This design comes from an exercise in tuning for small area on the open sky130 flow, not from production work. The RTL was checked by simulation tests, not by an equivalence proof against the original design. Power is estimated from default activity; no workload was simulated.

==> flow/design.v <==
module msu_out_collector #(
    parameter int AXI_LEN        = 32,
    parameter int T_LEN          = 64,
    parameter int SQ_OUT_BITS    = 1024,
    parameter int TIMEOUT_CYCLES = 256
) (
    input  logic                   clk,
    input  logic                   reset,
    input  logic                   start_xfer,
    input  logic                   s_axis_tvalid,
    output logic                   s_axis_tready,
    input  logic [AXI_LEN-1:0]     s_axis_tdata,
    input  logic [AXI_LEN/8-1:0]   s_axis_tkeep,
    output logic                   res_valid,
    input  logic                   res_ready,
    output logic [T_LEN-1:0]       res_t,
    output logic [SQ_OUT_BITS-1:0] res_sq,
    output logic                   res_err,
    output logic                   res_timeout,
    output logic                   busy,
    output logic [31:0]            result_count
);
    localparam int T_WORDS   = T_LEN / AXI_LEN;
    localparam int SQ_WORDS  = SQ_OUT_BITS / AXI_LEN;
    localparam int OUT_COUNT = T_WORDS + SQ_WORDS;
    localparam int BUF_W     = T_LEN + SQ_OUT_BITS;
    localparam int CNT_W     = $clog2(OUT_COUNT + 1);
    typedef enum logic [1:0] {
        IDLE    = 2'd0,
        COLLECT = 2'd1,
        HOLD    = 2'd2
    } state_t;
    state_t             state_reg;
    logic [BUF_W-1:0]   shift_reg;
    logic [CNT_W-1:0]   word_cnt_reg;
    logic               start_pending_reg;
    logic               tready_reg;
    logic               res_valid_reg;
    logic               res_err_reg;
    logic               busy_reg;
    logic [31:0]        result_count_reg;
    logic               accept;
    logic               keep_ok;
    logic               last_word;
    localparam int STALL_W = $clog2(TIMEOUT_CYCLES + 1);
    logic [STALL_W-1:0] stall_cnt_reg;
    logic               res_timeout_reg;
    assign accept    = tready_reg && s_axis_tvalid;
    assign keep_ok   = &s_axis_tkeep;
    assign last_word = (word_cnt_reg == CNT_W'(OUT_COUNT - 1));
    always_ff @(posedge clk or negedge reset) begin
        if (!reset) begin
            state_reg         <= IDLE;
            shift_reg         <= '0;
            word_cnt_reg      <= '0;
            start_pending_reg <= 1'b0;
            tready_reg        <= 1'b0;
            res_valid_reg     <= 1'b0;
            res_err_reg       <= 1'b0;
            busy_reg          <= 1'b0;
            result_count_reg  <= '0;
            stall_cnt_reg     <= '0;
            res_timeout_reg   <= 1'b0;
        end else begin
            case (state_reg)
                IDLE: begin
                    if (start_xfer) begin
                        state_reg         <= COLLECT;
                        tready_reg        <= 1'b1;
                        busy_reg          <= 1'b1;
                        word_cnt_reg      <= '0;
                        res_err_reg       <= 1'b0;
                        start_pending_reg <= 1'b0;
                        stall_cnt_reg     <= '0;
                        res_timeout_reg   <= 1'b0;
                    end
                end
                COLLECT: begin
                    if (start_xfer) begin
                        start_pending_reg <= 1'b1;
                    end
                    if (accept) begin
                        shift_reg    <= {s_axis_tdata, shift_reg[BUF_W-1:AXI_LEN]};
                        word_cnt_reg <= word_cnt_reg + CNT_W'(1);
                        if (!keep_ok) begin
                            res_err_reg <= 1'b1;
                        end
                        if (last_word) begin
                            state_reg     <= HOLD;
                            tready_reg    <= 1'b0;
                            res_valid_reg <= 1'b1;
                        end
                        stall_cnt_reg <= '0;
                    end
                    else if (stall_cnt_reg == STALL_W'(TIMEOUT_CYCLES - 1)) begin
                        state_reg       <= HOLD;
                        tready_reg      <= 1'b0;
                        res_valid_reg   <= 1'b1;
                        res_err_reg     <= 1'b1;
                        res_timeout_reg <= 1'b1;
                    end else begin
                        stall_cnt_reg <= stall_cnt_reg + STALL_W'(1);
                    end
                end
                HOLD: begin
                    if (start_xfer) begin
                        start_pending_reg <= 1'b1;
                    end
                    if (res_ready) begin
                        result_count_reg <= result_count_reg + 32'd1;
                        res_valid_reg    <= 1'b0;
                        if (start_pending_reg || start_xfer) begin
                            state_reg         <= COLLECT;
                            tready_reg        <= 1'b1;
                            word_cnt_reg      <= '0;
                            res_err_reg       <= 1'b0;
                            start_pending_reg <= 1'b0;
                            stall_cnt_reg     <= '0;
                            res_timeout_reg   <= 1'b0;
                        end else begin
                            state_reg <= IDLE;
                            busy_reg  <= 1'b0;
                        end
                    end
                end
                default: begin
                    state_reg     <= IDLE;
                    tready_reg    <= 1'b0;
                    res_valid_reg <= 1'b0;
                    busy_reg      <= 1'b0;
                end
            endcase
        end
    end
    assign s_axis_tready = tready_reg;
    assign res_valid     = res_valid_reg;
    assign res_err       = res_err_reg;
    assign res_t         = shift_reg[T_LEN-1:0];
    assign busy              = busy_reg;
    assign result_count      = result_count_reg;
    genvar gi;
    generate
        for (gi = 0; gi < SQ_WORDS; gi++) begin : g_sq_word
            assign res_sq[gi*AXI_LEN +: AXI_LEN] = shift_reg[T_LEN + gi*AXI_LEN +: AXI_LEN];
        end
    endgenerate
    assign res_timeout = res_timeout_reg;
    generate
        if ((T_LEN % AXI_LEN) != 0 || (SQ_OUT_BITS % AXI_LEN) != 0 ||
            TIMEOUT_CYCLES < 1) begin : g_invalid_config
        end
    endgenerate
endmodule
==> flow/run.sh <==
#!/bin/bash
# synth_recipe.tcl (not shown) runs the flow's synth.tcl, then flattens the netlist and writes it again
# the make line also repeats each setting of config.mk as NAME=value (left out here)
make -C /OpenROAD-flow-scripts/flow DESIGN_CONFIG=/design/flow/config.mk WORK_HOME=/design/flow/orfs CLKGATE_MAP_FILE= SYNTH_SCRIPT=/design/flow/synth_recipe.tcl finish
==> flow/config.mk <==
export PLATFORM = sky130hd
export DESIGN_NAME = msu_out_collector
export DESIGN_NICKNAME = msu_out_collector
export VERILOG_FILES = /design/flow/design.v
export SDC_FILE = /design/flow/constraint.sdc
export NUM_CORES = 4
export LEC_CHECK = 0
export CAP_MARGIN = 20
export CORE_AREA = 10 10 410 410
export DIE_AREA = 0 0 420 420
export SLEW_MARGIN = 20
==> flow/constraint.sdc <==
create_clock -name core_clock -period 4.0 [get_ports {clk}]
set_input_delay 0.8000 -clock core_clock [delete_from_list [all_inputs] [get_ports {clk}]]
set_output_delay 0.8000 -clock core_clock [all_outputs]
set_load 0.01 [all_outputs]
==> results of run 1 <==
[per-stage QoR]
step	total power [W]	cell area (sq um)	setup slack, ps	util
final	0.03139	61660	1205	0.3884
after global routing	0.03286	61660	1112	0.3884
after detailed placement	0.01974	57320	1011	0.3611
after CTS	0.03191	61660	1032	0.3884
after floorplan	0.01623	42750	1841	-
after global placement	0.01971	57320	1004	0.3611
[power by group]
group / total (W) / internal (W) / switching (W) / leakage [nW]
Clock: 0.0119 / 0.00689 / 0.00502 / 2.12
Combinational: 0.00598 / 0.00318 / 0.00279 / 11.3
Sequential: 0.0135 / 0.0126 / 0.000940 / 15.8
Total: 0.0314 / 0.0226 / 0.00876 / 29.2
[cell type report]
class / count / share of cell area
diodes: 1 / 0.00004058
clock buffers: 190 / 0.06112
multi-input cells: 1280 / 0.2193
flip-flops and latches: 1143 / 0.4639
well taps: 2072 / 0.04205
inverters: 12 / 0.0007305
clock inverters: 40 / 0.008989
repair buffers: 1242 / 0.2039
[per-layer routing]
layer,up-vias,part of all wire,global-route usage
met2,857,0.52,0.2916
met4,0,0.030,0.05342
met1,13780,0.36,0.1729
li1,11640,-,-
met3,218,0.091,0.06447
met5,-,0,0
[worst paths after layout]
| kind | start | end | slack (ps) | depth (start not counted) |
|---|---|---|---|---|
| max | tready_reg | s_axis_tready | 1200 | 1 |
| min | result_count_reg[31] | result_count_reg[31] | 480 | 1 |
| max reg2reg | state_reg[1] | state_reg[1] | 1490 | 6 |
| min reg2reg | result_count_reg[31] | result_count_reg[31] | 480 | 1 |
| max in group asynchronous | reset | shift_reg[624] | 2080 | 4 |
| min in group asynchronous | reset | shift_reg[110] | 670 | 2 |
[synthesized netlist by cell type, drive strengths merged]
master  count  share of area
and2        1        0.00015
o21ai       9         0.0011
and3        9         0.0013
o32a        1        0.00026
a21oi       6        0.00070
a32o        2        0.00047
or3         1        0.00015
nand3      15         0.0018
o32ai       1        0.00020
or2         2        0.00029
o21bai      1        0.00018
or4         2        0.00044
nor2b       2        0.00029
nand4b      1        0.00020
nand2      25         0.0022
and4        3        0.00061
nor4b       1        0.00020
o211ai      1        0.00018
clkbuf     21         0.0018
mux2     1091           0.29
nand4      10         0.0016
xor2       15         0.0031
nand2b      2        0.00029
ha          9         0.0026
or4b        1        0.00023
o21ba       1        0.00023
a21boi      1        0.00018
xnor2      24         0.0049
a211oi      1        0.00018
nor4        1        0.00015
buf       102          0.012
nor2       31         0.0027
inv        12         0.0011
dfrtp    1143           0.67
a31oi       2        0.00029
nor3        8         0.0015
[cell usage in the layout (no fill, tap or decap), types with 3 or more instances in the layout]
master | synthesis | final
a21oi_1 | 6 | 6
and3_1 | 9 | 9
and4_1 | 3 | 3
buf_12 | 0 | 26
buf_4 | 0 | 50
bufinv_16 | 0 | 4
clkbuf_1 | 21 | 31
clkbuf_16 | 0 | 130
clkbuf_8 | 0 | 29
clkdlybuf4s50_1 | 0 | 1164
clkinv_16 | 0 | 6
clkinv_2 | 0 | 17
clkinv_8 | 0 | 3
dfrtp_1 | 1143 | 1143
ha_1 | 9 | 9
inv_1 | 12 | 12
inv_16 | 0 | 3
inv_6 | 0 | 4
mux2_2 | 1091 | 1091
nand2_1 | 25 | 25
nand3_1 | 15 | 14
nand4_1 | 9 | 9
nor2_1 | 31 | 31
nor3_1 | 6 | 6
o21ai_0 | 9 | 9
xnor2_1 | 24 | 24
xor2_1 | 15 | 15
[repair_timing]
item,4_1_cts,5_1_grt
setup endpoints to repair,0,0
hold buffers,1,0
setup buffers,0,0
hold endpoints to repair,4,0
[logic make-up (layout without fill, tap and decap cells)]
group	after synthesis	count (layout)	synth area share
AO/OA/AOI/OAI	26	26	0.003922
AND/OR/NAND/NOR	115	115	0.01408
other	0	1	0
adder cells (fa/ha/maj)	9	9	0.002634
multiplexers	1091	1091	0.2874
XOR/XNOR	39	39	0.007991
buffers and inverters	135	1484	0.01484
flip-flops	1143	1143	0.6691
==> summary.txt, run 1 <==
Synthesis
  • Yosys Warn Count: 1
  • Syn Nets: 2608
  • Post-synthesis cell type count: 39
  • Syn_area_per_cell: 16.71 sq um
  • Netlist Area Pre-Place: between 40000 and 50000 sq um
  • Register area share after synthesis: 0.6691
  • Flops & latches, synth: roughly 1100
  • Synthesized instance count: 2558

Die
  • Starting Density: 0.2693
  • Die W: 420 um
  • Site Rows: around 150
  • Die Area: 176400 sq um
  • Die Ht: 420 um
  • Core box area: ~160000 sq um
  • I/O pin count: between 1000 and 1500

Place
  • GP Congestion: ~0.84
  • I/O Buffers: 1165
  • Dpl hpwl: 116900 um
  • DP Cell Count: about 5700

Finish
  • Area delta synth->final: 44.25%
  • Final nets: slightly below 4000
  • Multi-input gate area: 13520 sq um
  • Post-Layout Cell Count: 5980
  • Filler cells: 14890
  • FF/Latch Area: 28600 sq um
  • Share of layout cells above drive strength 1: 0.3524
  • Max reg flops: 1088

STA
  • Post-route clock period utilization: 0.6989
  • Setup_tns: 0 ps
  • Slew @ Worst Pin: just under 800 ps
  • Peak Freq: between 300 and 400 MHz
  • Min cycle time layout: between 2000 and 3000 ps
  • Final Hold Fails: 0
  • Hold_ws: 475.8 ps
  • Final setup fails: 0
  • Slew headroom: 0.4728
  • Max-slew violation count: 0
  • Unrepaired setup endpoints after global routing: no
  • Clock skew: ~43 ps

Worst setup path
  • WS Path Type: reg -> out
  • Delay of the slowest critical-path stage: 770 ps
  • Max stage delay cell, worst path: clkdlybuf4s50_1
  • Crit path cell chain: clkdlybuf4s50_1
  • Type of destination of the critical path: output pin
  • Worst-path maximum fanout: 5
  • Crit path launch type: flip-flop
  • CP Data Required Time: 3200 ps
  • Crit path max-delay family: buffers and inverters
  • CP bufs+invs: 1
  • Arrival time worst endpoint: 2000 ps

Drt
  • Drt first-iter violations: ~1500
  • Drc violations: 0
  • WL/cell: roughly 25 um
  • Antenna Nets Post-Route: 0
  • Drt total wl: 149000 um
  • First drt pass iteration count: 5
  • Via count: 26500
  • Vias per cell: ~4.4

Clock tree
  • TritonCTS Buffers: 130
  • Clock sinks: ~1100
  • Worst skew pair latency: 770 ps
  • Maximum root-to-sink buffer count: 3
  • PostCTS Resize Cnt: 0
  • CTS root buf: clkbuf_16
  • H-tree levels: 4
  • TritonCTS clock tree: yes
  • CTS clock-pin slew for the worst setup and hold paths: 60 ps

Power and ir drop
  • Pwr/cell area: 509.2 nW/um^2
  • Max IR drop VDD: 0.5846 mV
  • Leak pwr: 29.21 nW

GRT
  • Grt total ovfl: 0
  • Initial antenna violation count: 5
  • Largest net degree at the start of global routing: between 100 and 150
  • First-pass GRT wire length: roughly 210000 um
  • Vias in the first global route: about 28000
  • Gr usage total: 0.1625

Outcome
  • Status: finished clean

Worst hold path
  • Hold Path Class: reg -> reg

Job
  • Max_cap viols: 0
==> run 2: changes to the inputs <==
==> flow/design.v (replaced) <==
module msu_out_collector #(
    parameter int AXI_LEN        = 32,
    parameter int T_LEN          = 64,
    parameter int SQ_OUT_BITS    = 1024,
    parameter int TIMEOUT_CYCLES = 256
) (
    input  logic                   clk,
    input  logic                   reset,
    input  logic                   start_xfer,
    input  logic                   s_axis_tvalid,
    output logic                   s_axis_tready,
    input  logic [AXI_LEN-1:0]     s_axis_tdata,
    input  logic [AXI_LEN/8-1:0]   s_axis_tkeep,
    output logic                   res_valid,
    input  logic                   res_ready,
    output logic [T_LEN-1:0]       res_t,
    output logic [SQ_OUT_BITS-1:0] res_sq,
    output logic                   res_err,
    output logic                   res_timeout,
    output logic                   busy,
    output logic [31:0]            result_count
);
    localparam int T_WORDS   = T_LEN / AXI_LEN;
    localparam int SQ_WORDS  = SQ_OUT_BITS / AXI_LEN;
    localparam int OUT_COUNT = T_WORDS + SQ_WORDS;
    localparam int BUF_W     = T_LEN + SQ_OUT_BITS;
    localparam int CNT_W     = $clog2(OUT_COUNT);
    logic [BUF_W-1:0]   shift_reg;
    logic [CNT_W-1:0]   word_cnt_reg;
    logic               start_pending_reg;
    logic               tready_reg;
    logic               res_valid_reg;
    logic               res_err_reg;
    logic               busy_reg;
    logic [31:0]        result_count_reg;
    logic               accept;
    logic               last_word;
    logic               take;
    logic               begin_collect;
    logic               end_collect;
    localparam int STALL_W = $clog2(TIMEOUT_CYCLES);
    logic [STALL_W-1:0] stall_cnt_reg;
    logic               res_timeout_reg;
    logic               stall_end;
    assign stall_end = tready_reg && !s_axis_tvalid &&
                       (stall_cnt_reg == STALL_W'(TIMEOUT_CYCLES - 1));
    assign accept        = tready_reg && s_axis_tvalid;
    assign last_word     = (word_cnt_reg == CNT_W'(OUT_COUNT - 1));
    assign take          = res_valid_reg && res_ready;
    assign begin_collect = (!busy_reg && start_xfer) ||
                           (take && (start_pending_reg || start_xfer));
    assign end_collect   = (accept && last_word) || stall_end;
    always_ff @(posedge clk) begin
        if (accept)
            shift_reg <= {s_axis_tdata, shift_reg[BUF_W-1:AXI_LEN]};
    end
    always_ff @(posedge clk) begin
        if (begin_collect)
            word_cnt_reg <= '0;
        else if (accept)
            word_cnt_reg <= word_cnt_reg + CNT_W'(1);
    end
    always_ff @(posedge clk) begin
        if (begin_collect || accept)
            stall_cnt_reg <= '0;
        else
            stall_cnt_reg <= stall_cnt_reg + STALL_W'(1);
    end
    always_ff @(posedge clk or negedge reset) begin
        if (!reset) begin
            start_pending_reg <= 1'b0;
            tready_reg        <= 1'b0;
            res_valid_reg     <= 1'b0;
            res_err_reg       <= 1'b0;
            busy_reg          <= 1'b0;
            result_count_reg  <= '0;
            res_timeout_reg   <= 1'b0;
        end else begin
            if (begin_collect)
                start_pending_reg <= 1'b0;
            else if (busy_reg && start_xfer)
                start_pending_reg <= 1'b1;
            if (begin_collect)
                tready_reg <= 1'b1;
            else if (end_collect)
                tready_reg <= 1'b0;
            if (end_collect)
                res_valid_reg <= 1'b1;
            else if (take)
                res_valid_reg <= 1'b0;
            if (begin_collect)
                busy_reg <= 1'b1;
            else if (take)
                busy_reg <= 1'b0;
            if (begin_collect)
                res_err_reg <= 1'b0;
            else if ((accept && !(&s_axis_tkeep)) || stall_end)
                res_err_reg <= 1'b1;
            if (begin_collect)
                res_timeout_reg <= 1'b0;
            else if (stall_end)
                res_timeout_reg <= 1'b1;
            if (take)
                result_count_reg <= result_count_reg + 32'd1;
        end
    end
    assign s_axis_tready = tready_reg;
    assign res_valid     = res_valid_reg;
    assign res_err       = res_err_reg;
    assign busy          = busy_reg;
    assign result_count  = result_count_reg;
    assign res_t         = shift_reg[T_LEN-1:0];
    assign res_sq        = shift_reg[BUF_W-1:T_LEN];
    assign res_timeout = res_timeout_reg;
endmodule
==> flow/flow/run.sh (new file) <==
#!/bin/bash
# Standard ORFS layout, with the port buffers made of the smallest buffer cell.
set -euo pipefail
bash standard.sh 'BUFFER_PORTS_ARGS=-buffer_cell sky130_fd_sc_hd__buf_1' finish > std_flow.log 2>&1
==> flow/standard.sh (new file) <==
#!/bin/bash
# synth_recipe.tcl (not shown) runs the flow's synth.tcl, then flattens the netlist and writes it again
# the make line also repeats each setting of config.mk as NAME=value (left out here)
make -C /OpenROAD-flow-scripts/flow DESIGN_CONFIG=/design/flow/config.mk WORK_HOME=/design/flow/orfs CLKGATE_MAP_FILE= SYNTH_SCRIPT=/design/flow/synth_recipe.tcl "${@:-finish}"
--- a/flow/config.mk
+++ b/flow/config.mk
@@ -7,5 +7,5 @@
 export LEC_CHECK = 0
 export CAP_MARGIN = 20
-export CORE_AREA = 10 10 410 410
-export DIE_AREA = 0 0 420 420
+export CORE_MARGIN = 2
+export CORE_UTILIZATION = 55
 export SLEW_MARGIN = 20
removed: flow/run.sh
==> run 2 against run 1 <==
  * The flow now stops in 3_2_place_iop
  * Synthesized cell count down 49%
  * Area after synthesis down 18%
==> summary.txt, run 2 <==
Synthesis
  • Synthesized instance count: 1302 (was 2558)
  • Area contributors post-synth: edfxtp_1 (94%), dfrtp_1 (2.7%), dfxtp_1 (0.80%) (was dfrtp_1 (67%), mux2_2 (29%), buf_2 (1.2%))
  • Syn_area_per_cell: 26.83 sq um (was 16.71 sq um)
  • Flops & latches, synth: 1140 (was 1143)
  • Top cells by instance count after synthesis: edfxtp_1 (1088), dfrtp_1 (38), xnor2_1 (30) (was dfrtp_1 (1143), mux2_2 (1091), buf_2 (102))
  • Register area share after synthesis: 0.9705 (was 0.6691)
  • Synth Area in Adders: 0.001433 (was 0.002634)
  • Simple-Gate Fraction of Synth Area: 0.01451 (was 0.01408)
  • Post-Synth XOR/XNOR Area: 0.01053 (was 0.007991)
  • Number of enable flip-flop cells after synthesis: 1088 (was 0)
  • Post-synth top area share: 0.9353 (was 0.6691)
  • Post-synthesis cell type count: 29 (was 39)
  • Yosys Warn Count: 1 (unchanged)
  • Syn Nets: 1347 (was 2608)
  • Post-synth top area cell: edfxtp_1 (was dfrtp_1)
  • Mux contribution to synthesized area: 0.0002865 (was 0.2874)
  • Ys async rst share: 0.03333 (was 1.000)
  • Post-synth top flop: edfxtp_1 (was dfrtp_1)
  • Synth Area in Compound Gates: 0.001469 (was 0.003922)
  • Top-count cell post-synth: edfxtp_1 (was dfrtp_1)
  • Netlist Area Pre-Place: 34930 sq um (was 42750 sq um)
  • Largest family of logic cells by synthesized area: simple AND/OR/NAND/NOR gates (was multiplexers)

Die
  • Die Ht: 256.0 um (was 420 um)
  • Site Rows: 92 (was 146)
  • Starting Density: 0.5548 (was 0.2693)
  • Die W: 256.0 um (was 420 um)

Outcome
  • Last stage reached: 3_2_place_iop
  • Status: did not finish (was finished clean)
  • Error: [ERROR PPL-0024] Number of IO pins (1166) exceeds maximum number of available positions (920). Increase the die perimeter from 1024.08um to 1585.76um.
-- run 2: kinds of logic after synthesis --
kind of cell	after synthesis
fa+ha+maj	4
buf+inv	11
xor+xnor	42
simple gates	97
flops	1140
mux	1
compound gates	7
==> run 3: changes to the inputs <==
==> flow/run.sh (new file) <==
#!/bin/bash
# synth_recipe.tcl (not shown) runs the flow's synth.tcl, then flattens the netlist and writes it again
# the make line also repeats each setting of config.mk as NAME=value (left out here)
make -C /OpenROAD-flow-scripts/flow DESIGN_CONFIG=/design/flow/config.mk WORK_HOME=/design/flow/orfs CLKGATE_MAP_FILE= SYNTH_SCRIPT=/design/flow/synth_recipe.tcl finish
--- a/flow/config.mk
+++ b/flow/config.mk
@@ -7,5 +7,6 @@
 export LEC_CHECK = 0
 export CAP_MARGIN = 20
-export CORE_MARGIN = 2
-export CORE_UTILIZATION = 55
+export CORE_AREA = 10 10 410 410
+export CTS_BUF_LIST = sky130_fd_sc_hd__clkbuf_4 sky130_fd_sc_hd__clkbuf_8
+export DIE_AREA = 0 0 420 420
 export SLEW_MARGIN = 20
removed: flow/flow/run.sh
removed: flow/standard.sh
==> run 3 against run 2 <==
  * The run now finishes clean
  * Area after synthesis stayed put
  * Synthesized cell count stayed put
==> summary.txt, run 3 <==
Outcome
  • Status: finished clean (was did not finish)

Finish
  • Max reg flops: ~1100
  • Multi-input gate area: 1001 sq um
  • Most frequent cells in the layout: clkdlybuf4s50_1 (1164), edfxtp_1 (1088), clkbuf_8 (188), clkbuf_4 (76), dfrtp_1 (38)
  • Post-Layout Cell Count: 4913
  • Share of layout cells above drive strength 1: 0.1224
  • FF/Latch Area: 33900 sq um
  • Filler cells: 15080
  • Final Cell Area: 53290 sq um
  • Final nets: 2729
  • Area delta synth->final: 52.55%
  • Commonest non-fill, non-tap cell in the layout: clkdlybuf4s50_1

Worst setup path
  • Worst-path maximum fanout: 2
  • Crit Reg-Reg Startpoint: result_count_reg[0]
  • Max stage delay cell, worst path: edfxtp_1
  • Reg-to-reg slack, setup: a little under 2000 ps
  • Delay of the slowest critical-path stage: 700 ps
  • Crit path launch type: flip-flop
  • Crit path cell chain: clkdlybuf4s50_1
  • WS Path Type: reg -> out
  • Worst r2r path cells: 6
  • Arrival time worst endpoint: around 2300 ps
  • CP bufs+invs: 1
  • Terminus of the critical flop-to-flop path: result_count_reg[22]
  • Type of destination of the critical path: output pin
  • CP Data Required Time: roughly 3200 ps
  • Crit path max-delay family: flip-flops

Die
  • I/O pin count: 1166
  • Die Ht: 420 um (was 256.0 um)
  • Core box area: 158700 sq um
  • Die W: 420 um (was 256.0 um)
  • Site Rows: 146 (was 92)
  • Starting Density: 0.2201 (was 0.5548)
  • Die Area: 176400 sq um

Clock tree
  • CTS root buf: clkbuf_8
  • TritonCTS clock tree: yes
  • Post-CTS Setup Inserts: 0
  • TritonCTS Buffers: 186
  • PostCTS Resize Cnt: 0
  • Clock sinks: between 1000 and 1500
  • CTS clock-pin slew for the worst setup and hold paths: 60 ps
  • Maximum root-to-sink buffer count: 3
  • H-tree levels: 4
  • Worst skew pair latency: roughly 930 ps

STA
  • Final setup fails: 0
  • Max-slew violation count: 0
  • Unrepaired setup endpoints after global routing: no
  • Final WS setup: 938.8 ps
  • Slew headroom: 0.3861
  • Min cycle time layout: around 3100 ps
  • Setup_tns: 0 ps
  • Clock skew: 62.08 ps
  • Post-route clock period utilization: 0.7653
  • Slew @ Worst Pin: between 900 and 1000 ps
  • Final Hold Fails: 0
  • Peak Freq: roughly 330 MHz

Worst hold path
  • Hold EP: shift_reg[558]
  • Hold Path Class: reg -> reg
  • HP Start: shift_reg[590]
  • Hold path cells: 0

Synthesis
  • Post-synth top area cell: edfxtp_1 (unchanged)
  • Register area share after synthesis: 0.9705 (unchanged)
  • Post-synth top area share: 0.9353 (unchanged)
  • Yosys Warn Count: 1 (unchanged)
  • Area contributors post-synth: edfxtp_1 (94%), dfrtp_1 (2.7%), dfxtp_1 (0.80%) (unchanged)
  • Top-count cell post-synth: edfxtp_1 (unchanged)
  • Ys async rst share: 0.03333 (unchanged)
  • Syn Nets: 1347 (unchanged)
  • Flops & latches, synth: 1140 (unchanged)
  • Netlist Area Pre-Place: 34930 sq um (unchanged)
  • Syn_area_per_cell: 26.83 sq um (unchanged)
  • Post-synthesis cell type count: 29 (unchanged)
  • Post-synth top flop: edfxtp_1 (unchanged)
  • Top cells by instance count after synthesis: edfxtp_1 (1088), dfrtp_1 (38), xnor2_1 (30) (unchanged)
  • Synthesized instance count: 1302 (unchanged)
  • Number of enable flip-flop cells after synthesis: 1088 (unchanged)

Power and ir drop
  • Max IR drop VDD: 0.3834 mV
  • Pwr/cell area: 632.7 nW/um^2
  • Total Power: about 0.034 W
  • Leak pwr: 18.17 nW

Place
  • Placed cell area: 49540 sq um
  • GP Congestion: between 0.8 and 0.9
  • Dpl hpwl: 95160 um
  • DP Cell Count: around 4600
  • Worst slack, placed: 1091 ps
  • I/O Buffers: 1165

Drt
  • First drt pass iteration count: 5
  • Via count: 18730
  • Antenna Nets Post-Route: 0
  • WL/cell: 24.79 um
  • Drc violations: 0
  • Vias per cell: around 3.8
  • Drt first-iter violations: 1713
  • Drt total wl: ~120000 um

GRT
  • Initial antenna violation count: 3
  • Largest net degree at the start of global routing: 152
  • Gr usage total: 0.1291
  • First-pass GRT wire length: roughly 160000 um
  • Grt total ovfl: 0
  • Vias in the first global route: 19130

Job
  • Max_cap viols: 0
-- run 3: power by group --
| part | leakage (nW) | internal (W) | total [W] | switching (W) |
|---|---|---|---|---|
| registers | 11.1 | 0.0160 | 0.0174 | 0.00140 |
| clock network | 1.99 | 0.00537 | 0.0101 | 0.00477 |
| logic | 5.10 | 0.00306 | 0.00622 | 0.00316 |
-- run 3: per-stage QoR --
step / util / hold WS, ps
2_1_floorplan: - / 426.0
3_3_place_gp: 0.3120 / 427.0
3_5_place_dp: 0.3120 / 430.4
4_1_cts: 0.3356 / 299.9
5_1_grt: 0.3357 / 323.9
6_report: 0.3357 / 398.9
-- run 3: worst max path at each step --
stage / slack (ps) / to / start / cells after the start
after floorplan: -390 / tready_reg / s_axis_tvalid / 4
after global placement: 1070 / shift_reg[379] / s_axis_tvalid / 5
after detailed placement: 1090 / shift_reg[379] / s_axis_tvalid / 5
after CTS: 660 / res_sq[570] / shift_reg[634] / 1
after global routing: 730 / res_sq[570] / shift_reg[634] / 1
final: 940 / res_sq[570] / shift_reg[634] / 1
-- run 3: kinds of logic after synthesis --
| group | count (synthesis) | share of synthesized area |
|---|---|---|
| flip-flops | 1140 | 0.9705 |
| adder cells (fa/ha/maj) | 4 | 0.001433 |
| multiplexers | 1 | 0.0002866 |
| XOR/XNOR | 42 | 0.01053 |
| AND/OR/NAND/NOR | 97 | 0.01451 |
| buffers and inverters | 11 | 0.001254 |
| AO/OA/AOI/OAI | 7 | 0.001469 |
-- run 3: layer usage --
metal / up-vias / GRT usage / routed length, um
met5: - / 0 / 0
met2: 959 / 0.2340 / 65410
met3: 197 / 0.06138 / 13200
met4: 0 / 0.05283 / 4061
li1: 8042 / - / -
met1: 9528 / 0.1248 / 39130
-- run 3: what timing repair did --
item / 4_1_cts / 5_1_grt
hold buffers: 1 / 0
hold endpoints to repair: 38 / 0
endpoints found under the setup margin: 0 / 0
-- run 3: area by class of cell --
| cell class | instances | area share |
|---|---|---|
| clock inverter | 74 | 0.01066 |
| antenna | 7 | 0.0003287 |
| inverter | 6 | 0.0004226 |
| clock buffer | 264 | 0.05926 |
| timing repair buffer | 1199 | 0.2257 |
| tap | 2072 | 0.04865 |
| multi-input combinational | 151 | 0.01878 |
| sequential | 1140 | 0.6362 |
==> run 4: changes to the inputs <==
--- a/flow/config.mk
+++ b/flow/config.mk
@@ -8,5 +8,4 @@
 export CAP_MARGIN = 20
 export CORE_AREA = 10 10 410 410
-export CTS_BUF_LIST = sky130_fd_sc_hd__clkbuf_4 sky130_fd_sc_hd__clkbuf_8
 export DIE_AREA = 0 0 420 420
 export SLEW_MARGIN = 20
==> run 4 against run 3 <==
  * First-iteration DRC count rose by 5.0%
  * Combinational power is essentially flat
  * Setup slack improved by 200 ps
  * Die area unchanged
  * Sequential share of layout area is 0.14 points lower
  * Register-to-register slack worse by 40 ps
  * Via count decreased by 2.3%
  * Worst hold slack lost 220 ps
  * Wire length is 0.80% lower
  * Flip-flop and latch count unchanged
  * Utilization is 0.074 points higher
==> summary.txt, run 4 <==
Clock tree
  • TritonCTS clock tree: yes (unchanged)
  • PostCTS Resize Cnt: 0 (unchanged)
  • Post-CTS Hold Fix Bufs: 0 (was 1)
  • H-tree levels: 3 (was 4)
  • Maximum root-to-sink buffer count: 3 (unchanged)
  • Worst skew pair latency: 750 ps (was 930 ps)
  • Post-CTS Setup Inserts: 0 (unchanged)
  • CTS root buf: clkbuf_16 (was clkbuf_8)
  • CTS clock-pin slew for the worst setup and hold paths: 60 ps (about the same)
  • Clock sinks: 1140 (unchanged)
  • TritonCTS Buffers: 118 (was 186)

Place
  • I/O Buffers: 1165 (unchanged)
  • GP Congestion: 0.8540 (unchanged)
  • Dpl hpwl: 95160 um (unchanged)

GRT
  • Initial antenna violation count: 3 (unchanged)
  • Grt total ovfl: 0 (unchanged)
  • First-pass GRT wire length: 157400 um (was 158700 um)
  • Gr usage total: 0.1276 (was 0.1291)
  • Vias in the first global route: 18550 (was 19130)
  • Largest net degree at the start of global routing: 152 (unchanged)

STA
  • Min cycle time layout: 2864 ps (was 3061 ps)
  • Clock skew: 57.81 ps (was 62.08 ps)
  • Slew headroom: 0.3914 (was 0.3861)
  • Max-slew violation count: 0 (unchanged)
  • Peak Freq: 349.2 MHz (was 326.7 MHz)
  • Hold_ws: 177.3 ps (was 398.9 ps)
  • Final Hold Fails: 0 (unchanged)
  • Final setup fails: 0 (unchanged)
  • Setup_tns: 0 ps (unchanged)
  • Post-route clock period utilization: 0.7159 (was 0.7653)
  • Unrepaired setup endpoints after global routing: no (unchanged)
  • Slew @ Worst Pin: 912.9 ps (was 920.8 ps)

Worst setup path
  • Max stage delay cell, worst path: edfxtp_1 (unchanged)
  • CP Data Required Time: 3200 ps (about the same)
  • Crit path launch type: flip-flop (unchanged)
  • Crit path cell chain: clkdlybuf4s50_1 (unchanged)
  • Delay of the slowest critical-path stage: 680 ps (was 700 ps)
  • Arrival time worst endpoint: 2060 ps (was 2260 ps)
  • WS Path Type: reg -> out (unchanged)
  • Type of destination of the critical path: output pin (unchanged)
  • CP bufs+invs: 1 (unchanged)
  • Crit path max-delay family: flip-flops (unchanged)
  • Worst-path maximum fanout: 2 (unchanged)

Power and ir drop
  • Total Power: 0.03444 W (was 0.03372 W)
  • Switching share of power: 0.2673 (was 0.2766)
  • Max IR drop VDD: 0.4484 mV (was 0.3834 mV)
  • Internal: 0.02524 W (was 0.02439 W)
  • Leak pwr: 18.06 nW (was 18.17 nW)
  • Share of power burned in registers: 0.504 (was 0.515)
  • Sw Pwr: 0.009207 W (was 0.009327 W)
  • Pwr/cell area: 645.0 nW/um^2 (was 632.7 nW/um^2)
  • Comb pwr share: 0.180 (was 0.184)
  • Clock share of power: 0.316 (was 0.301)

Synthesis
  • Flops & latches, synth: 1140 (unchanged)
  • Number of enable flip-flop cells after synthesis: 1088 (unchanged)
  • Post-synth top flop: edfxtp_1 (unchanged)
  • Post-synthesis cell type count: 29 (unchanged)
  • Synthesized instance count: 1302 (unchanged)
  • Post-synth top area cell: edfxtp_1 (unchanged)
  • Ys async rst share: 0.03333 (unchanged)
  • Top-count cell post-synth: edfxtp_1 (unchanged)
  • Yosys Warn Count: 1 (unchanged)
  • Top cells by instance count after synthesis: edfxtp_1 (1088), dfrtp_1 (38), xnor2_1 (30) (unchanged)
  • Post-synth top area share: 0.9353 (unchanged)
  • Register area share after synthesis: 0.9705 (unchanged)
  • Syn_area_per_cell: 26.83 sq um (unchanged)
  • Netlist Area Pre-Place: 34930 sq um (unchanged)
  • Area contributors post-synth: edfxtp_1 (94%), dfrtp_1 (2.7%), dfxtp_1 (0.80%) (unchanged)
  • Syn Nets: 1347 (unchanged)

Die
  • Die Area: 176400 sq um (unchanged)
  • Die Ht: 420 um (unchanged)
  • Core box area: 158700 sq um (unchanged)
  • Site Rows: 146 (unchanged)
  • I/O pin count: 1166 (unchanged)
  • Die W: 420 um (unchanged)
  • Starting Density: 0.2201 (unchanged)

Worst hold path
  • Hold Path Class: in -> async (was reg -> reg)

Drt
  • Drt first-iter violations: 1798 (was 1713)
  • Drt total wl: 120800 um (was 121800 um)
  • Antenna Nets Post-Route: 0 (unchanged)
  • Via count: 18290 (was 18730)
  • WL/cell: 25.23 um (was 24.79 um)
  • Vias per cell: 3.818 (was 3.812)
  • First drt pass iteration count: 5 (unchanged)
  • Drc violations: 0 (unchanged)

Finish
  • Area delta synth->final: 52.89% (was 52.55%)
  • Final nets: 2660 (was 2729)
  • Filler cells: 15000 (was 15080)
  • Share of layout cells above drive strength 1: 0.07808 (was 0.1224)
  • Most frequent cells in the layout: clkdlybuf4s50_1 (1164), edfxtp_1 (1088), clkbuf_16 (118), dfrtp_1 (38), xnor2_1 (30) (was clkdlybuf4s50_1 (1164), edfxtp_1 (1088), clkbuf_8 (188), clkbuf_4 (76), dfrtp_1 (38))
  • Commonest non-fill, non-tap cell in the layout: clkdlybuf4s50_1 (unchanged)
  • Max reg flops: 1088 (unchanged)
  • Final Util: 0.3364 (was 0.3357)

Outcome
  • Status: finished clean (unchanged)

Job
  • Max_cap viols: 0 (unchanged)
## run 4: cell counts after synthesis
Identical to the previous run, type by type.
## run 4: worst paths after layout
path | depth (start not counted) | from | slack [ps] | endpoint
min in group core_clock | 0 | shift_reg[544] | 400 | shift_reg[512]
setup / recovery | 1 | shift_reg[634] | 1140 | res_sq[570]
setup reg to reg | 6 | result_count_reg[0] | 1950 | result_count_reg[22]
max in group asynchronous | 1 | reset | 3260 | result_count_reg[20]
hold reg to reg | 0 | shift_reg[544] | 400 | shift_reg[512]
hold / removal | 1 | reset | 180 | result_count_reg[23]
## run 4: layer usage
layer | wire [um] | global-route usage
met1 | 38530 | 0.1246
met5 | 11 | 0
met2 | 64500 | 0.2320
met4 | 4475 | 0.05419
met3 | 13310 | 0.05647
## run 4: power groups by stage
stage	Clock, W	Combinational, W	Sequential [W]
floorplan	0	0.000715	0.0181
global placement	0	0.00632	0.0176
detailed placement	0	0.00633	0.0176
CTS	0.0112	0.00635	0.0174
global route	0.0117	0.00649	0.0176
finish	0.0109	0.00621	0.0174
## run 4: area by class of cell
type                            count  area (sq um)  share of cell area
Antenna cell                        3         7.507           0.0001406
Clock buffer                      149          3099             0.05803
Clock inverter                     71         764.5             0.01431
Inverter                            6         22.52           0.0004217
Multi-Input combinational cell    151          1001             0.01874
Sequential cell                  1140         33900              0.6348
Tap cell                         2072          2592             0.04854
Timing Repair Buffer             1198         12020              0.2250
## run 4: cell families after synthesis
group / Yosys count / synth area share
flops: 1140 / 0.9705
simple gates: 97 / 0.01451
xor+xnor: 42 / 0.01053
buf+inv: 11 / 0.001254
compound gates: 7 / 0.001469
fa+ha+maj: 4 / 0.001433
mux: 1 / 0.0002866
## run 4: metrics by stage
stage	worst slack, ps	instances	instance area [sq um]
detailed placement	1091	4567	49540
global route	977.7	4787	53400
global placement	1074	4567	49540
CTS	905.2	4787	53400
finish	1136	4790	53410
floorplan	-389.1	1302	34960
## run 4: worst reg2reg max path: stages (launching register included)
cell     delay, ps
dfrtp_1        450
ha_1           200
nand3_1        140
nor4_2         300
buf_4          230
or4b_1         470
xnor2_1        140
==> run 5: changes to the inputs <==
==> flow/flow/run.sh (new file) <==
#!/bin/bash
# Standard ORFS layout with: the port buffers made of the smallest buffer
# cell, IO pins one track apart (so a smaller die fits all 1166 ports), and a
# clock tree of small buffers with larger sink clusters and no dummy loads.
set -euo pipefail
bash standard.sh \
  'BUFFER_PORTS_ARGS=-buffer_cell sky130_fd_sc_hd__buf_1' \
  'PLACE_PINS_ARGS=-min_distance 1 -min_distance_in_tracks' \
  'CTS_ARGS=-sink_clustering_enable -repair_clock_nets -dont_use_dummy_load -sink_clustering_size 20 -sink_clustering_max_diameter 40 -buf_list {sky130_fd_sc_hd__clkbuf_4 sky130_fd_sc_hd__clkbuf_8}' \
  finish > std_flow.log 2>&1
==> flow/standard.sh (new file) <==
#!/bin/bash
# synth_recipe.tcl (not shown) runs the flow's synth.tcl, then flattens the netlist and writes it again
# the make line also repeats each setting of config.mk as NAME=value (left out here)
make -C /OpenROAD-flow-scripts/flow DESIGN_CONFIG=/design/flow/config.mk WORK_HOME=/design/flow/orfs CLKGATE_MAP_FILE= SYNTH_SCRIPT=/design/flow/synth_recipe.tcl "${@:-finish}"
--- a/flow/config.mk
+++ b/flow/config.mk
@@ -7,5 +7,5 @@
 export LEC_CHECK = 0
 export CAP_MARGIN = 20
-export CORE_AREA = 10 10 410 410
-export DIE_AREA = 0 0 420 420
+export CORE_AREA = 5 5 265 265
+export DIE_AREA = 0 0 270 270
 export SLEW_MARGIN = 20
removed: flow/run.sh
==> run 5 against run 4 <==
  * Non-clock buffer count is 7 lower
  * Final cell count is 27% lower
  * Combinational power is 33% lower
  * Area after synthesis unchanged
  * Largest power group unchanged
==> summary.txt, run 5 <==
Job
  • Max_cap viols: 0 (unchanged)

Drt
  • Met1 Wirelength: 32480 um (was 38530 um)
  • Met3 wire len: 16620 um (was 13310 um)
  • DR top layer: met4 (was met5)
  • Drc violations: 0 (unchanged)
  • Drt first-iter violations: 1781 (was 1798)
  • Via count: 18950 (was 18290)
  • WL met2: 41030 um (was 64500 um)
  • Vias per cell: 5.416 (was 3.818)
  • WL/cell: 28.21 um (was 25.23 um)
  • Drt total wl: 98720 um (was 120800 um)
  • Antenna Nets Post-Route: 0 (unchanged)
  • First drt pass iteration count: 6 (was 5)

Synthesis
  • Area contributors post-synth: edfxtp_1 (94%), dfrtp_1 (2.7%), dfxtp_1 (0.80%) (unchanged)
  • Syn_area_per_cell: 26.83 sq um (unchanged)
  • Register area share after synthesis: 0.9705 (unchanged)
  • Post-synth top area cell: edfxtp_1 (unchanged)
  • Synthesized instance count: 1302 (unchanged)
  • Post-synth top flop: edfxtp_1 (unchanged)
  • Post-synth top area share: 0.9353 (unchanged)
  • Syn Nets: 1347 (unchanged)
  • Top-count cell post-synth: edfxtp_1 (unchanged)
  • Top cells by instance count after synthesis: edfxtp_1 (1088), dfrtp_1 (38), xnor2_1 (30) (unchanged)
  • Ys async rst share: 0.03333 (unchanged)
  • Netlist Area Pre-Place: 34930 sq um (unchanged)
  • Post-synthesis cell type count: 29 (unchanged)
  • Yosys Warn Count: 1 (unchanged)
  • Flops & latches, synth: 1140 (unchanged)
  • Number of enable flip-flop cells after synthesis: 1088 (unchanged)

Worst setup path
  • Type of destination of the critical path: output pin (unchanged)
  • CP bufs+invs: 1 (unchanged)
  • Worst-path maximum fanout: 2 (unchanged)
  • CP Data Required Time: 3200 ps (about the same)
  • Crit path max-delay family: buffers and inverters (was flip-flops)
  • Delay of the slowest critical-path stage: 450 ps (was 680 ps)
  • Crit path launch type: flip-flop (unchanged)
  • Max stage delay cell, worst path: buf_1 (was edfxtp_1)
  • WS Path Type: reg -> out (unchanged)
  • Crit path cell chain: buf_1 (was clkdlybuf4s50_1)
  • Arrival time worst endpoint: 1560 ps (was 2060 ps)

Power and ir drop
  • Share of power burned in registers: 0.613 (was 0.504)
  • Clock share of power: 0.238 (was 0.316)
  • Internal: 0.01983 W (was 0.02524 W)
  • Leak pwr: 13.98 nW (was 18.06 nW)
  • Switching share of power: 0.2870 (was 0.2673)
  • Max IR drop VDD: 0.3696 mV (was 0.4484 mV)
  • Sw Pwr: 0.007980 W (was 0.009207 W)
  • Pwr/cell area: 652.5 nW/um^2 (was 645.0 nW/um^2)
  • Comb pwr share: 0.150 (was 0.180)

Clock tree
  • Post-CTS Hold Fix Bufs: 0 (unchanged)
  • Clock sinks: 1140 (unchanged)
  • CTS clock-pin slew for the worst setup and hold paths: 70 ps (was 60 ps)
  • PostCTS Resize Cnt: 0 (unchanged)
  • Worst skew pair latency: 770 ps (was 750 ps)
  • H-tree levels: 4 (was 3)
  • TritonCTS clock tree: yes (unchanged)
  • Post-CTS Setup Inserts: 0 (unchanged)
  • TritonCTS Buffers: 137 (was 118)
  • CTS root buf: clkbuf_8 (was clkbuf_16)
  • Maximum root-to-sink buffer count: 3 (unchanged)

Finish
  • Final Util: 0.6345 (was 0.3364)
  • Most frequent cells in the layout: buf_1 (1164), edfxtp_1 (1088), clkbuf_8 (137), dfrtp_1 (38), xnor2_1 (30) (was clkdlybuf4s50_1 (1164), edfxtp_1 (1088), clkbuf_16 (118), dfrtp_1 (38), xnor2_1 (30))
  • Max reg flops: 1088 (unchanged)
  • Final Cell Area: 42610 sq um (was 53410 sq um)
  • Share of layout cells above drive strength 1: 0.06438 (was 0.07808)
  • Final nets: 2672 (was 2660)
  • Area delta synth->final: 21.99% (was 52.89%)
  • Post-Layout Cell Count: 3499 (was 4790)
  • Commonest non-fill, non-tap cell in the layout: buf_1 (was clkdlybuf4s50_1)

Die
  • Die W: 270 um (was 420 um)
  • Site Rows: 95 (was 146)
  • Starting Density: 0.5201 (was 0.2201)
  • I/O pin count: 1166 (unchanged)
  • Core box area: 67160 sq um (was 158700 sq um)
  • Die Ht: 270 um (was 420 um)
  • Die Area: 72900 sq um (was 176400 sq um)

Place
  • DP Cell Count: 3361 (was 4567)
  • GP Congestion: 0.9694 (was 0.8540)
  • Worst slack, placed: 1375 ps (was 1091 ps)
  • Dpl hpwl: 75140 um (was 95160 um)
  • I/O Buffers: 1165 (unchanged)
  • Placed cell area: 40730 sq um (was 49540 sq um)

GRT
  • Vias in the first global route: 19020 (was 18550)
  • Grt total ovfl: 0 (unchanged)
  • Initial antenna violation count: 1 (was 3)
  • Gr usage total: 0.2603 (was 0.1276)
  • Largest net degree at the start of global routing: 88 (was 152)
  • First-pass GRT wire length: 135900 um (was 157400 um)

STA
  • Max-slew violation count: 0 (unchanged)
  • Slew headroom: 0.4338 (was 0.3914)
  • Peak Freq: 423.9 MHz (was 349.2 MHz)
  • Final WS setup: 1641 ps (was 1136 ps)
  • Setup_tns: 0 ps (unchanged)
  • Final Hold Fails: 0 (unchanged)
  • Post-route clock period utilization: 0.5898 (was 0.7159)
  • Unrepaired setup endpoints after global routing: no (unchanged)
  • Final setup fails: 0 (unchanged)
  • Clock skew: 64.94 ps (was 57.81 ps)
  • Slew @ Worst Pin: 849.3 ps (was 912.9 ps)
  • Min cycle time layout: 2359 ps (was 2864 ps)

Worst hold path
  • Hold Path Class: in -> async (unchanged)

Outcome
  • Status: finished clean (unchanged)
-- run 5: cell counts after synthesis --
No cell type changed its count.
-- run 5: cell type report --
| cell class | instances | area (sq um) |
|---|---|---|
| Tap cell | 873 | 1092 |
| Multi-Input combinational cell | 151 | 988.4 |
| Timing Repair Buffer | 1191 | 4720 |
| Clock buffer | 137 | 1886 |
| Inverter | 6 | 22.52 |
| Fill cell | 4782 | 24540 |
| Antenna cell | 1 | 2.502 |
| Sequential cell | 1140 | 33900 |
-- run 5: kinds of logic (layout without fill, tap and decap cells) --
| group | after synthesis | after routing | share of synthesized area |
|---|---|---|---|
| other | 0 | 1 | 0 |
| DFF | 1140 | 1140 | 0.9705 |
| AOI/OAI and AO/OA | 7 | 7 | 0.001469 |
| buffers and inverters | 11 | 1334 | 0.001254 |
| xor gates and xnor gates | 42 | 42 | 0.01053 |
| and+or+nand+nor | 97 | 97 | 0.01451 |
| adders and majority gates | 4 | 4 | 0.001433 |
| muxes | 1 | 1 | 0.0002866 |
-- run 5: worst paths after layout --
| kind | startpoint | to | slack (ps) | cells after the start |
|---|---|---|---|---|
| worst min-delay path | reset | result_count_reg[5] | 170 | 1 |
| worst max register to register | tready_reg | shift_reg[295] | 1940 | 2 |
| worst max-delay path | shift_reg[607] | res_sq[543] | 1640 | 1 |
| max in group asynchronous | reset | result_count_reg[20] | 3250 | 1 |
| worst min register to register | shift_reg[396] | shift_reg[364] | 410 | 0 |
| min in group core_clock | s_axis_tdata[5] | shift_reg[1061] | 180 | 1 |
-- run 5: power groups by stage --
| stage | Clock, W | Combinational (W) | Sequential, W |
|---|---|---|---|
| 4_1_cts | 0.00682 | 0.00408 | 0.0170 |
| 3_3_place_gp | 0 | 0.00406 | 0.0172 |
| 5_1_grt | 0.00735 | 0.00429 | 0.0173 |
| 3_5_place_dp | 0 | 0.00407 | 0.0173 |
| 2_1_floorplan | 0 | 0.000715 | 0.0181 |
| 6_report | 0.00661 | 0.00416 | 0.0170 |
-- run 5: metal layers --
metal / track usage / vias up
met5: 0 / -
met4: 0.2023 / 0
met3: 0.1756 / 349
met2: 0.3516 / 1472
met1: 0.2864 / 9382
li1: - / 7746
-- run 5: through the flow --
stage / total power [W] / hold slack (ps)
after floorplan: 0.01884 / 426.0
after global placement: 0.02123 / 426.3
after detailed placement: 0.02135 / 429.6
after CTS: 0.02794 / 103.4
after global routing: 0.02889 / 129.5
final: 0.02781 / 167.0
==> run 6: changes to the inputs <==
--- a/flow/flow/run.sh
+++ b/flow/flow/run.sh
@@ -7,4 +7,4 @@
   'BUFFER_PORTS_ARGS=-buffer_cell sky130_fd_sc_hd__buf_1' \
   'PLACE_PINS_ARGS=-min_distance 1 -min_distance_in_tracks' \
-  'CTS_ARGS=-sink_clustering_enable -repair_clock_nets -dont_use_dummy_load -sink_clustering_size 20 -sink_clustering_max_diameter 40 -buf_list {sky130_fd_sc_hd__clkbuf_4 sky130_fd_sc_hd__clkbuf_8}' \
+  'CTS_ARGS=-sink_clustering_enable -repair_clock_nets -dont_use_dummy_load -sink_clustering_size 30 -sink_clustering_max_diameter 50 -buf_list {sky130_fd_sc_hd__clkbuf_8 sky130_fd_sc_hd__clkbuf_16}' \
   finish > std_flow.log 2>&1
==> run 6 against run 5 <==
  * Still clean
  * Maximum frequency is 7.7% higher
  * Design area is 1.1% higher
  * Flip-flop and latch count stayed put
  * Synthesized cell count stayed put
  * Largest cell class unchanged
  * Largest power group unchanged
==> summary.txt, run 6 <==
GRT
  • Vias in the first global route: 18630 (was 19020)
  • Grt total ovfl: 0 (unchanged)
  • First-pass GRT wire length: 135000 um (was 135900 um)
  • Gr usage total: 0.2573 (was 0.2603)
  • Initial antenna violation count: 0 (was 1)
  • Largest net degree at the start of global routing: 88 (unchanged)

Synthesis
  • Post-synth top area share: 0.9353 (unchanged)
  • Top-count cell post-synth: edfxtp_1 (unchanged)
  • Top cells by instance count after synthesis: edfxtp_1 (1088), dfrtp_1 (38), xnor2_1 (30) (unchanged)
  • Syn Nets: 1347 (unchanged)
  • Post-synth top flop: edfxtp_1 (unchanged)
  • Netlist Area Pre-Place: 34930 sq um (unchanged)
  • Area contributors post-synth: edfxtp_1 (94%), dfrtp_1 (2.7%), dfxtp_1 (0.80%) (unchanged)
  • Ys async rst share: 0.03333 (unchanged)
  • Syn_area_per_cell: 26.83 sq um (unchanged)
  • Synthesized instance count: 1302 (unchanged)
  • Register area share after synthesis: 0.9705 (unchanged)
  • Post-synthesis cell type count: 29 (unchanged)
  • Post-synth top area cell: edfxtp_1 (unchanged)
  • Number of enable flip-flop cells after synthesis: 1088 (unchanged)
  • Yosys Warn Count: 1 (unchanged)
  • Flops & latches, synth: 1140 (unchanged)

Place
  • Dpl hpwl: 75140 um (unchanged)
  • I/O Buffers: 1165 (unchanged)
  • GP Congestion: 0.9694 (unchanged)

STA
  • Final setup fails: 0 (unchanged)
  • Final Hold Fails: 0 (unchanged)
  • Min cycle time layout: 2191 ps (was 2359 ps)
  • Unrepaired setup endpoints after global routing: no (unchanged)
  • Peak Freq: 456.3 MHz (was 423.9 MHz)
  • Post-route clock period utilization: 0.5478 (was 0.5898)
  • Slew @ Worst Pin: 845.2 ps (was 849.3 ps)
  • Slew headroom: 0.4366 (was 0.4338)
  • Max-slew violation count: 0 (unchanged)
  • Clock skew: 72.85 ps (was 64.94 ps)

Worst setup path
  • Arrival time worst endpoint: 1390 ps (was 1560 ps)
  • Type of destination of the critical path: output pin (unchanged)
  • Worst r2r path cells: 2 (unchanged)
  • Crit path max-delay family: buffers and inverters (unchanged)
  • CP Data Required Time: 3200 ps (about the same)
  • Cell depth of the worst setup path: 1 (unchanged)
  • CP bufs+invs: 1 (unchanged)
  • Worst-path maximum fanout: 2 (unchanged)
  • Max stage delay cell, worst path: buf_1 (unchanged)
  • Delay of the slowest critical-path stage: 430 ps (was 450 ps)
  • Crit path cell chain: buf_1 (unchanged)
  • Crit path launch type: flip-flop (unchanged)
  • Reg-to-reg slack, setup: 1910 ps (was 1940 ps)
  • WS Path Type: reg -> out (unchanged)

Finish
  • Most frequent cells in the layout: buf_1 (1164), edfxtp_1 (1088), clkbuf_16 (95), dfrtp_1 (38), xnor2_1 (30) (was buf_1 (1164), edfxtp_1 (1088), clkbuf_8 (137), dfrtp_1 (38), xnor2_1 (30))
  • Max reg flops: 1088 (unchanged)
  • FF/Latch Area: 33900 sq um (unchanged)
  • Filler cells: 4718 (was 4782)
  • Area delta synth->final: 23.39% (was 21.99%)
  • Commonest non-fill, non-tap cell in the layout: buf_1 (unchanged)
  • Number of antenna diodes: 0 (was 1)
  • Share of layout cells above drive strength 1: 0.04917 (was 0.06438)
  • Final nets: 2630 (was 2672)
  • Multi-input gate area: 988.4 sq um (unchanged)
  • Final Util: 0.6418 (was 0.6345)

Clock tree
  • H-tree levels: 3 (was 4)
  • Clock sinks: 1140 (unchanged)
  • Post-CTS Setup Inserts: 0 (unchanged)
  • Worst skew pair latency: 650 ps (was 770 ps)
  • PostCTS Resize Cnt: 0 (unchanged)
  • CTS clock-pin slew for the worst setup and hold paths: 50 ps (was 70 ps)
  • CTS root buf: clkbuf_16 (was clkbuf_8)
  • Maximum root-to-sink buffer count: 3 (unchanged)
  • TritonCTS Buffers: 95 (was 137)
  • Post-CTS Hold Fix Bufs: 0 (unchanged)
  • TritonCTS clock tree: yes (unchanged)

Power and ir drop
  • Max IR drop VDD: 0.4283 mV (was 0.3696 mV)
  • Pwr/cell area: 673.1 nW/um^2 (was 652.5 nW/um^2)
  • Total Power: 0.02901 W (was 0.02781 W)
  • Leak pwr: 14.16 nW (was 13.98 nW)

Die
  • Site Rows: 95 (unchanged)
  • Core box area: 67160 sq um (unchanged)
  • Die W: 270 um (unchanged)
  • Die Area: 72900 sq um (unchanged)
  • Starting Density: 0.5201 (unchanged)
  • I/O pin count: 1166 (unchanged)
  • Die Ht: 270 um (unchanged)

Drt
  • Drc violations: 0 (unchanged)
  • WL/cell: 28.29 um (was 28.21 um)
  • Vias per cell: 5.401 (was 5.416)
  • First drt pass iteration count: 6 (unchanged)
  • Antenna Nets Post-Route: 0 (unchanged)
  • Via count: 18670 (was 18950)
  • Drt first-iter violations: 1884 (was 1781)
  • Drt total wl: 97770 um (was 98720 um)

Worst hold path
  • Hold Path Class: in -> async (unchanged)

Outcome
  • Status: finished clean (unchanged)

Job
  • Max_cap viols: 0 (unchanged)
==> run 6: changes by cell type in the layout (fill, tap and decap cells not counted), sizes merged <==
cell and delta:
clkbuf -42, diode -1
==> run 6: layout make-up <==
type,instances,share of cell area
Clock buffer,95,0.05515
Multi-Input combinational cell,151,0.02293
Tap cell,873,0.02534
Sequential cell,1140,0.7866
Timing Repair Buffer,1191,0.1095
Inverter,6,0.0005225
==> run 6: power breakdown <==
part	total, W	internal [W]	leakage, nW	switching [W]
registers	0.0170	0.0159	11.1	0.00110
logic	0.00416	0.000868	1.91	0.00329
clock network	0.00782	0.00416	1.17	0.00366
==> run 6: logic make-up after synthesis <==
family,share of synthesized area
DFF,0.9705
and+or+nand+nor,0.01451
xor gates and xnor gates,0.01053
buffers and inverters,0.001254
AOI/OAI and AO/OA,0.001469
adders and majority gates,0.001433
muxes,0.0002866
==> run 6: final timing paths <==
kind	startpoint	to
worst min-delay path	reset	result_count_reg[3]
min in group core_clock	s_axis_tdata[13]	shift_reg[1069]
max in group asynchronous	reset	result_count_reg[28]
worst min register to register	shift_reg[1010]	shift_reg[978]
worst max register to register	tready_reg	shift_reg[167]
worst max-delay path	shift_reg[616]	res_sq[552]
==> run 6: per-layer routing <==
layer	global-route usage	wire, um	vias to the layer above
met5	0.002632	0	-
met4	0.1904	8544	0
met3	0.1686	16840	324
met2	0.3509	40430	1382
met1	0.2878	31950	9258
li1	-	-	7701
==> run 6: through the flow <==
step                cell area [sq um]  worst slack [ps]  TNS [ps]  instances  hold slack, ps
detailed placement              40730              1375         0       3361           429.6
finish                          43100              1809         0       3456           293.7
floorplan                       34960            -389.1    -56840       1302           426.0
global route                    43100              1740         0       3456           277.4
global placement                40730              1411         0       3361           426.3
CTS                             43100              1790         0       3456           260.2
==> run 7: changes to the inputs <==
--- a/flow/flow/run.sh
+++ b/flow/flow/run.sh
@@ -7,4 +7,4 @@
   'BUFFER_PORTS_ARGS=-buffer_cell sky130_fd_sc_hd__buf_1' \
   'PLACE_PINS_ARGS=-min_distance 1 -min_distance_in_tracks' \
-  'CTS_ARGS=-sink_clustering_enable -repair_clock_nets -dont_use_dummy_load -sink_clustering_size 30 -sink_clustering_max_diameter 50 -buf_list {sky130_fd_sc_hd__clkbuf_8 sky130_fd_sc_hd__clkbuf_16}' \
+  'CTS_ARGS=-sink_clustering_enable -repair_clock_nets -dont_use_dummy_load -sink_clustering_size 20 -sink_clustering_max_diameter 60 -buf_list {sky130_fd_sc_hd__clkbuf_8}' \
   finish > std_flow.log 2>&1
--- a/flow/config.mk
+++ b/flow/config.mk
@@ -7,5 +7,5 @@
 export LEC_CHECK = 0
 export CAP_MARGIN = 20
-export CORE_AREA = 5 5 265 265
-export DIE_AREA = 0 0 270 270
+export CORE_AREA = 5 5 240 240
+export DIE_AREA = 0 0 245 245
 export SLEW_MARGIN = 20
==> run 7 against run 6 <==
  * The flow now stops in 5_1_grt
  * Synthesized cell count did not move
  * Area after synthesis did not move
==> summary.txt, run 7 <==
Place
  • I/O Buffers: 1165 (unchanged)
  • Dpl hpwl: 71120 um (was 75140 um)
  • GP Congestion: 0.9537 (was 0.9694)
  • DP Cell Count: 3191 (was 3361)

Die
  • Site Rows: 86 (was 95)
  • Die W: 245 um (was 270 um)
  • Die Ht: 245 um (was 270 um)
  • Starting Density: 0.6365 (was 0.5201)
  • I/O pin count: 1166 (unchanged)

Outcome
  • Error: [ERROR GRT-0116] Global routing finished with congestion. Check the congestion regions in the DRC Viewer.
  • Status: did not finish (was finished clean)
  • Last stage reached: 5_1_grt

Clock tree
  • Maximum root-to-sink buffer count: 3 (unchanged)
  • Clock sinks: 1140 (unchanged)
  • CTS root buf: clkbuf_8 (was clkbuf_16)
  • Post-CTS Setup Inserts: 0 (unchanged)
  • TritonCTS Buffers: 67 (was 95)
  • H-tree levels: 3 (unchanged)
  • Post-CTS Hold Fix Bufs: 0 (unchanged)
  • PostCTS Resize Cnt: 0 (unchanged)

Synthesis
  • Syn_area_per_cell: 26.83 sq um (unchanged)
  • Area contributors post-synth: edfxtp_1 (94%), dfrtp_1 (2.7%), dfxtp_1 (0.80%) (unchanged)
  • Ys async rst share: 0.03333 (unchanged)
  • Flops & latches, synth: 1140 (unchanged)
  • Top-count cell post-synth: edfxtp_1 (unchanged)
  • Post-synth top area cell: edfxtp_1 (unchanged)
  • Top cells by instance count after synthesis: edfxtp_1 (1088), dfrtp_1 (38), xnor2_1 (30) (unchanged)
  • Post-synthesis cell type count: 29 (unchanged)
  • Yosys Warn Count: 1 (unchanged)
  • Syn Nets: 1347 (unchanged)
  • Number of enable flip-flop cells after synthesis: 1088 (unchanged)
  • Synthesized instance count: 1302 (unchanged)
  • Post-synth top area share: 0.9353 (unchanged)
  • Register area share after synthesis: 0.9705 (unchanged)
  • Netlist Area Pre-Place: 34930 sq um (unchanged)
  • Post-synth top flop: edfxtp_1 (unchanged)

GRT
  • Grt total ovfl: 2
  • Gr usage total: 0.3058
  • Largest net degree at the start of global routing: 110
  • First-pass GRT wire length: between 100000 and 150000 um
  • Vias in the first global route: 19600
-- run 7: cells by family after synthesis --
group	Yosys count	synth area share
multiplexers	1	0.0002866
AND/OR/NAND/NOR	97	0.01451
adder cells (fa/ha/maj)	4	0.001433
flip-flops	1140	0.9705
AO/OA/AOI/OAI	7	0.001469
XOR/XNOR	42	0.01053
buffers and inverters	11	0.001254
-- run 7: power groups by stage --
stage	Sequential, W	Clock, W	Combinational [W]
after floorplan	0.0181	0	0.000715
after global placement	0.0172	0	0.00393
after detailed placement	0.0173	0	0.00394
after CTS	0.0170	0.00480	0.00394
-- run 7: layer usage --
metal | GRT overflow | track usage
met1 | 0 | 0.3122
met2 | 2 | 0.4403
met3 | 0 | 0.2006
met4 | 0 | 0.2431
met5 | 0 | 0.002451
-- run 7: how the worst min path moves through the flow --
| stage | end | start | slack [ps] | cells past startpoint |
|---|---|---|---|---|
| CTS | shift_reg[1085] | s_axis_tdata[29] | 220 | 1 |
| detailed placement | shift_reg[984] | shift_reg[1016] | 430 | 0 |
| floorplan | stall_cnt_reg[0] | stall_cnt_reg[0] | 430 | 1 |
| global placement | shift_reg[1004] | shift_reg[1036] | 430 | 0 |
-- run 7: metrics by stage --
| stage | setup WS [ps] | TNS, ps | instance area, sq um | util |
|---|---|---|---|---|
| after global placement | 1502 | 0 | 40540 | 0.7388 |
| after CTS | 1670 | 0 | 41470 | 0.7556 |
| after detailed placement | 1452 | 0 | 40540 | 0.7388 |
| after floorplan | -389.1 | -56840 | 34960 | - |
==> run 8: changes to the inputs <==
--- a/flow/config.mk
+++ b/flow/config.mk
@@ -7,5 +7,5 @@
 export LEC_CHECK = 0
 export CAP_MARGIN = 20
-export CORE_AREA = 5 5 240 240
-export DIE_AREA = 0 0 245 245
+export CORE_AREA = 5 5 253 253
+export DIE_AREA = 0 0 258 258
 export SLEW_MARGIN = 20
==> run 8 against run 7 <==
  * Now clean on timing, DRC and antenna
  * Synthesized cell count unchanged
  * Area after synthesis did not move
==> summary.txt, run 8 <==
Outcome
  • Status: finished clean (was did not finish)

Place
  • DP Cell Count: 3272 (was 3191)
  • Dpl hpwl: 76410 um (was 71120 um)
  • GP Congestion: 0.9685 (was 0.9537)
  • Worst slack, placed: 1366 ps (was 1452 ps)

GRT
  • Grt total ovfl: 0
  • Gr usage total: 0.2884
  • First-pass GRT wire length: ~140000 um
  • Initial antenna violation count: 1
  • Vias in the first global route: ~18000

STA
  • Slew headroom: 0.4239
  • Setup_tns: 0 ps
  • Final setup fails: 0
  • Max-slew violation count: 0
  • Min cycle time layout: 2327 ps
  • Peak Freq: 429.8 MHz
  • Unrepaired setup endpoints after global routing: no
  • Post-route clock period utilization: 0.5817
  • Final Hold Fails: 0

Die
  • Die Ht: 258 um (was 245 um)
  • Core box area: slightly above 60000 sq um
  • I/O pin count: 1166 (unchanged)
  • Die Area: 66560 sq um
  • Starting Density: 0.5692 (was 0.6365)

Synthesis
  • Synthesized instance count: 1302 (unchanged)
  • Flops & latches, synth: 1140 (unchanged)
  • Syn Nets: 1347 (unchanged)
  • Top-count cell post-synth: edfxtp_1 (unchanged)
  • Top cells by instance count after synthesis: edfxtp_1 (1088), dfrtp_1 (38), xnor2_1 (30) (unchanged)
  • Post-synth top flop: edfxtp_1 (unchanged)
  • Post-synthesis cell type count: 29 (unchanged)
  • Post-synth top area share: 0.9353 (unchanged)
  • Register area share after synthesis: 0.9705 (unchanged)
  • Number of enable flip-flop cells after synthesis: 1088 (unchanged)
  • Syn_area_per_cell: 26.83 sq um (unchanged)

Clock tree
  • PostCTS Resize Cnt: 0 (unchanged)
  • CTS root buf: clkbuf_8 (unchanged)
  • Post-CTS Setup Inserts: 0 (unchanged)
  • H-tree levels: 3 (unchanged)
  • Worst skew pair latency: 690 ps
  • Post-CTS Hold Fix Bufs: 0 (unchanged)
  • Maximum root-to-sink buffer count: 3 (unchanged)
  • Clock sinks: 1140 (unchanged)
  • TritonCTS clock tree: yes

Finish
  • Filler cells: 4257
  • Max reg flops: 1088
  • Area delta synth->final: 18.88%
  • Post-Layout Cell Count: 3341
  • Final nets: 2596
  • Most frequent cells in the layout: buf_1 (1164), edfxtp_1 (1088), clkbuf_8 (67), dfrtp_1 (38), xnor2_1 (30)

Power and ir drop
  • Pwr/cell area: roughly 620 nW/um^2
  • Internal: 0.01829 W
  • Clock share of power: 0.183
  • Switching share of power: 0.2953
  • Sw Pwr: 0.007664 W
  • Comb pwr share: 0.163
  • Total Power: 0.02595 W
  • Share of power burned in registers: 0.654

Worst setup path
  • Crit path launch type: flip-flop
  • Max stage delay cell, worst path: buf_1
  • CP Data Required Time: 3200 ps
  • WS Path Type: reg -> out
  • Crit path cell chain: buf_1
  • Crit path max-delay family: buffers and inverters
  • CP bufs+invs: 1

Drt
  • Drt total wl: roughly 99000 um
  • Vias per cell: 5.547
  • Via count: around 19000
  • Drc violations: 0

Worst hold path
  • Hold Path Class: in -> async

Job
  • Max_cap viols: 0
[run 8: worst register-to-register path, cell delays in order, from the launching register on]
cell and delay, ps:
dfrtp_1 430, and2_4 610, buf_12 640
[run 8: path summary, 6_finish.rpt]
| path | startpoint | endpoint | slack, ps | depth (start not counted) |
|---|---|---|---|---|
| worst max register to register | tready_reg | shift_reg[254] | 1810 | 2 |
| worst min-delay path | reset | tready_reg | 230 | 1 |
| max in group asynchronous | reset | result_count_reg[15] | 3200 | 1 |
| worst max-delay path | shift_reg[584] | res_sq[520] | 1670 | 1 |
| min in group core_clock | s_axis_tdata[23] | shift_reg[1079] | 270 | 1 |
| worst min register to register | shift_reg[520] | shift_reg[488] | 420 | 0 |
[run 8: power groups by stage]
stage          Sequential (W)  Clock [W]  Combinational [W]
4_1_cts                0.0170    0.00490            0.00413
3_3_place_gp           0.0171          0            0.00414
3_5_place_dp           0.0173          0            0.00412
5_1_grt                0.0172    0.00536            0.00437
2_1_floorplan          0.0181          0           0.000715
6_report               0.0170    0.00474            0.00424
[run 8: cells by family after synthesis]
kind of cell,after synthesis,share of synthesized area
buffers and inverters,11,0.001254
AND/OR/NAND/NOR,97,0.01451
adder cells (fa/ha/maj),4,0.001433
AO/OA/AOI/OAI,7,0.001469
flip-flops,1140,0.9705
XOR/XNOR,42,0.01053
multiplexers,1,0.0002866
[run 8: layout make-up]
class                           instances  area, sq um  share of cell area
Multi-Input combinational cell        151        988.4             0.02380
Antenna cell                            2        5.005           0.0001205
Timing Repair Buffer                 1185         4700              0.1132
Clock buffer                           67        922.1             0.02220
Tap cell                              790        988.4             0.02380
Inverter                                6        22.52           0.0005423
Sequential cell                      1140        33900              0.8164
[run 8: metal layers]
layer | track usage | routed length [um]
met1 | 0.3083 | 31050
met2 | 0.4107 | 42660
met3 | 0.1895 | 16650
met4 | 0.2093 | 9076
met5 | 0 | 0
[run 8: stage by stage]
stage	area (sq um)	utilization
floorplan	34960	-
global placement	40600	0.6616
detailed placement	40600	0.6616
CTS	41520	0.6766
global route	41530	0.6767
finish	41530	0.6767

[port drivers added, routing unchanged]
The results above use ideal ports. As a check the final layouts listed here were re-extracted and re-timed, cells and wires unchanged. Step 1: set_driving_cell puts a clkbuf_16 on clk and a buf_2 on each other input, an assumption about the parent block. Step 2 times the ports against the registers' clock, not the clock port: input delays grow and output delays shrink by t, the midpoint of the rising clock arrivals with the driver on. Three values: ideal, step 1, step 2; two values: the first two.
run	shift t [ns]	slack for setup (ns)
run 1	0.833	1.205 / 1.115 / 0.926
run 3	0.979	0.939 / 0.866 / 0.976
run 4	0.805	1.136 / 1.051 / 1.043
run 5	0.800	1.641 / 1.581 / 1.323
run 6	0.673	1.809 / 1.748 / 1.317
run 8	0.724	1.673 / 1.614 / 1.296
After both steps setup and hold are still met in every run listed.
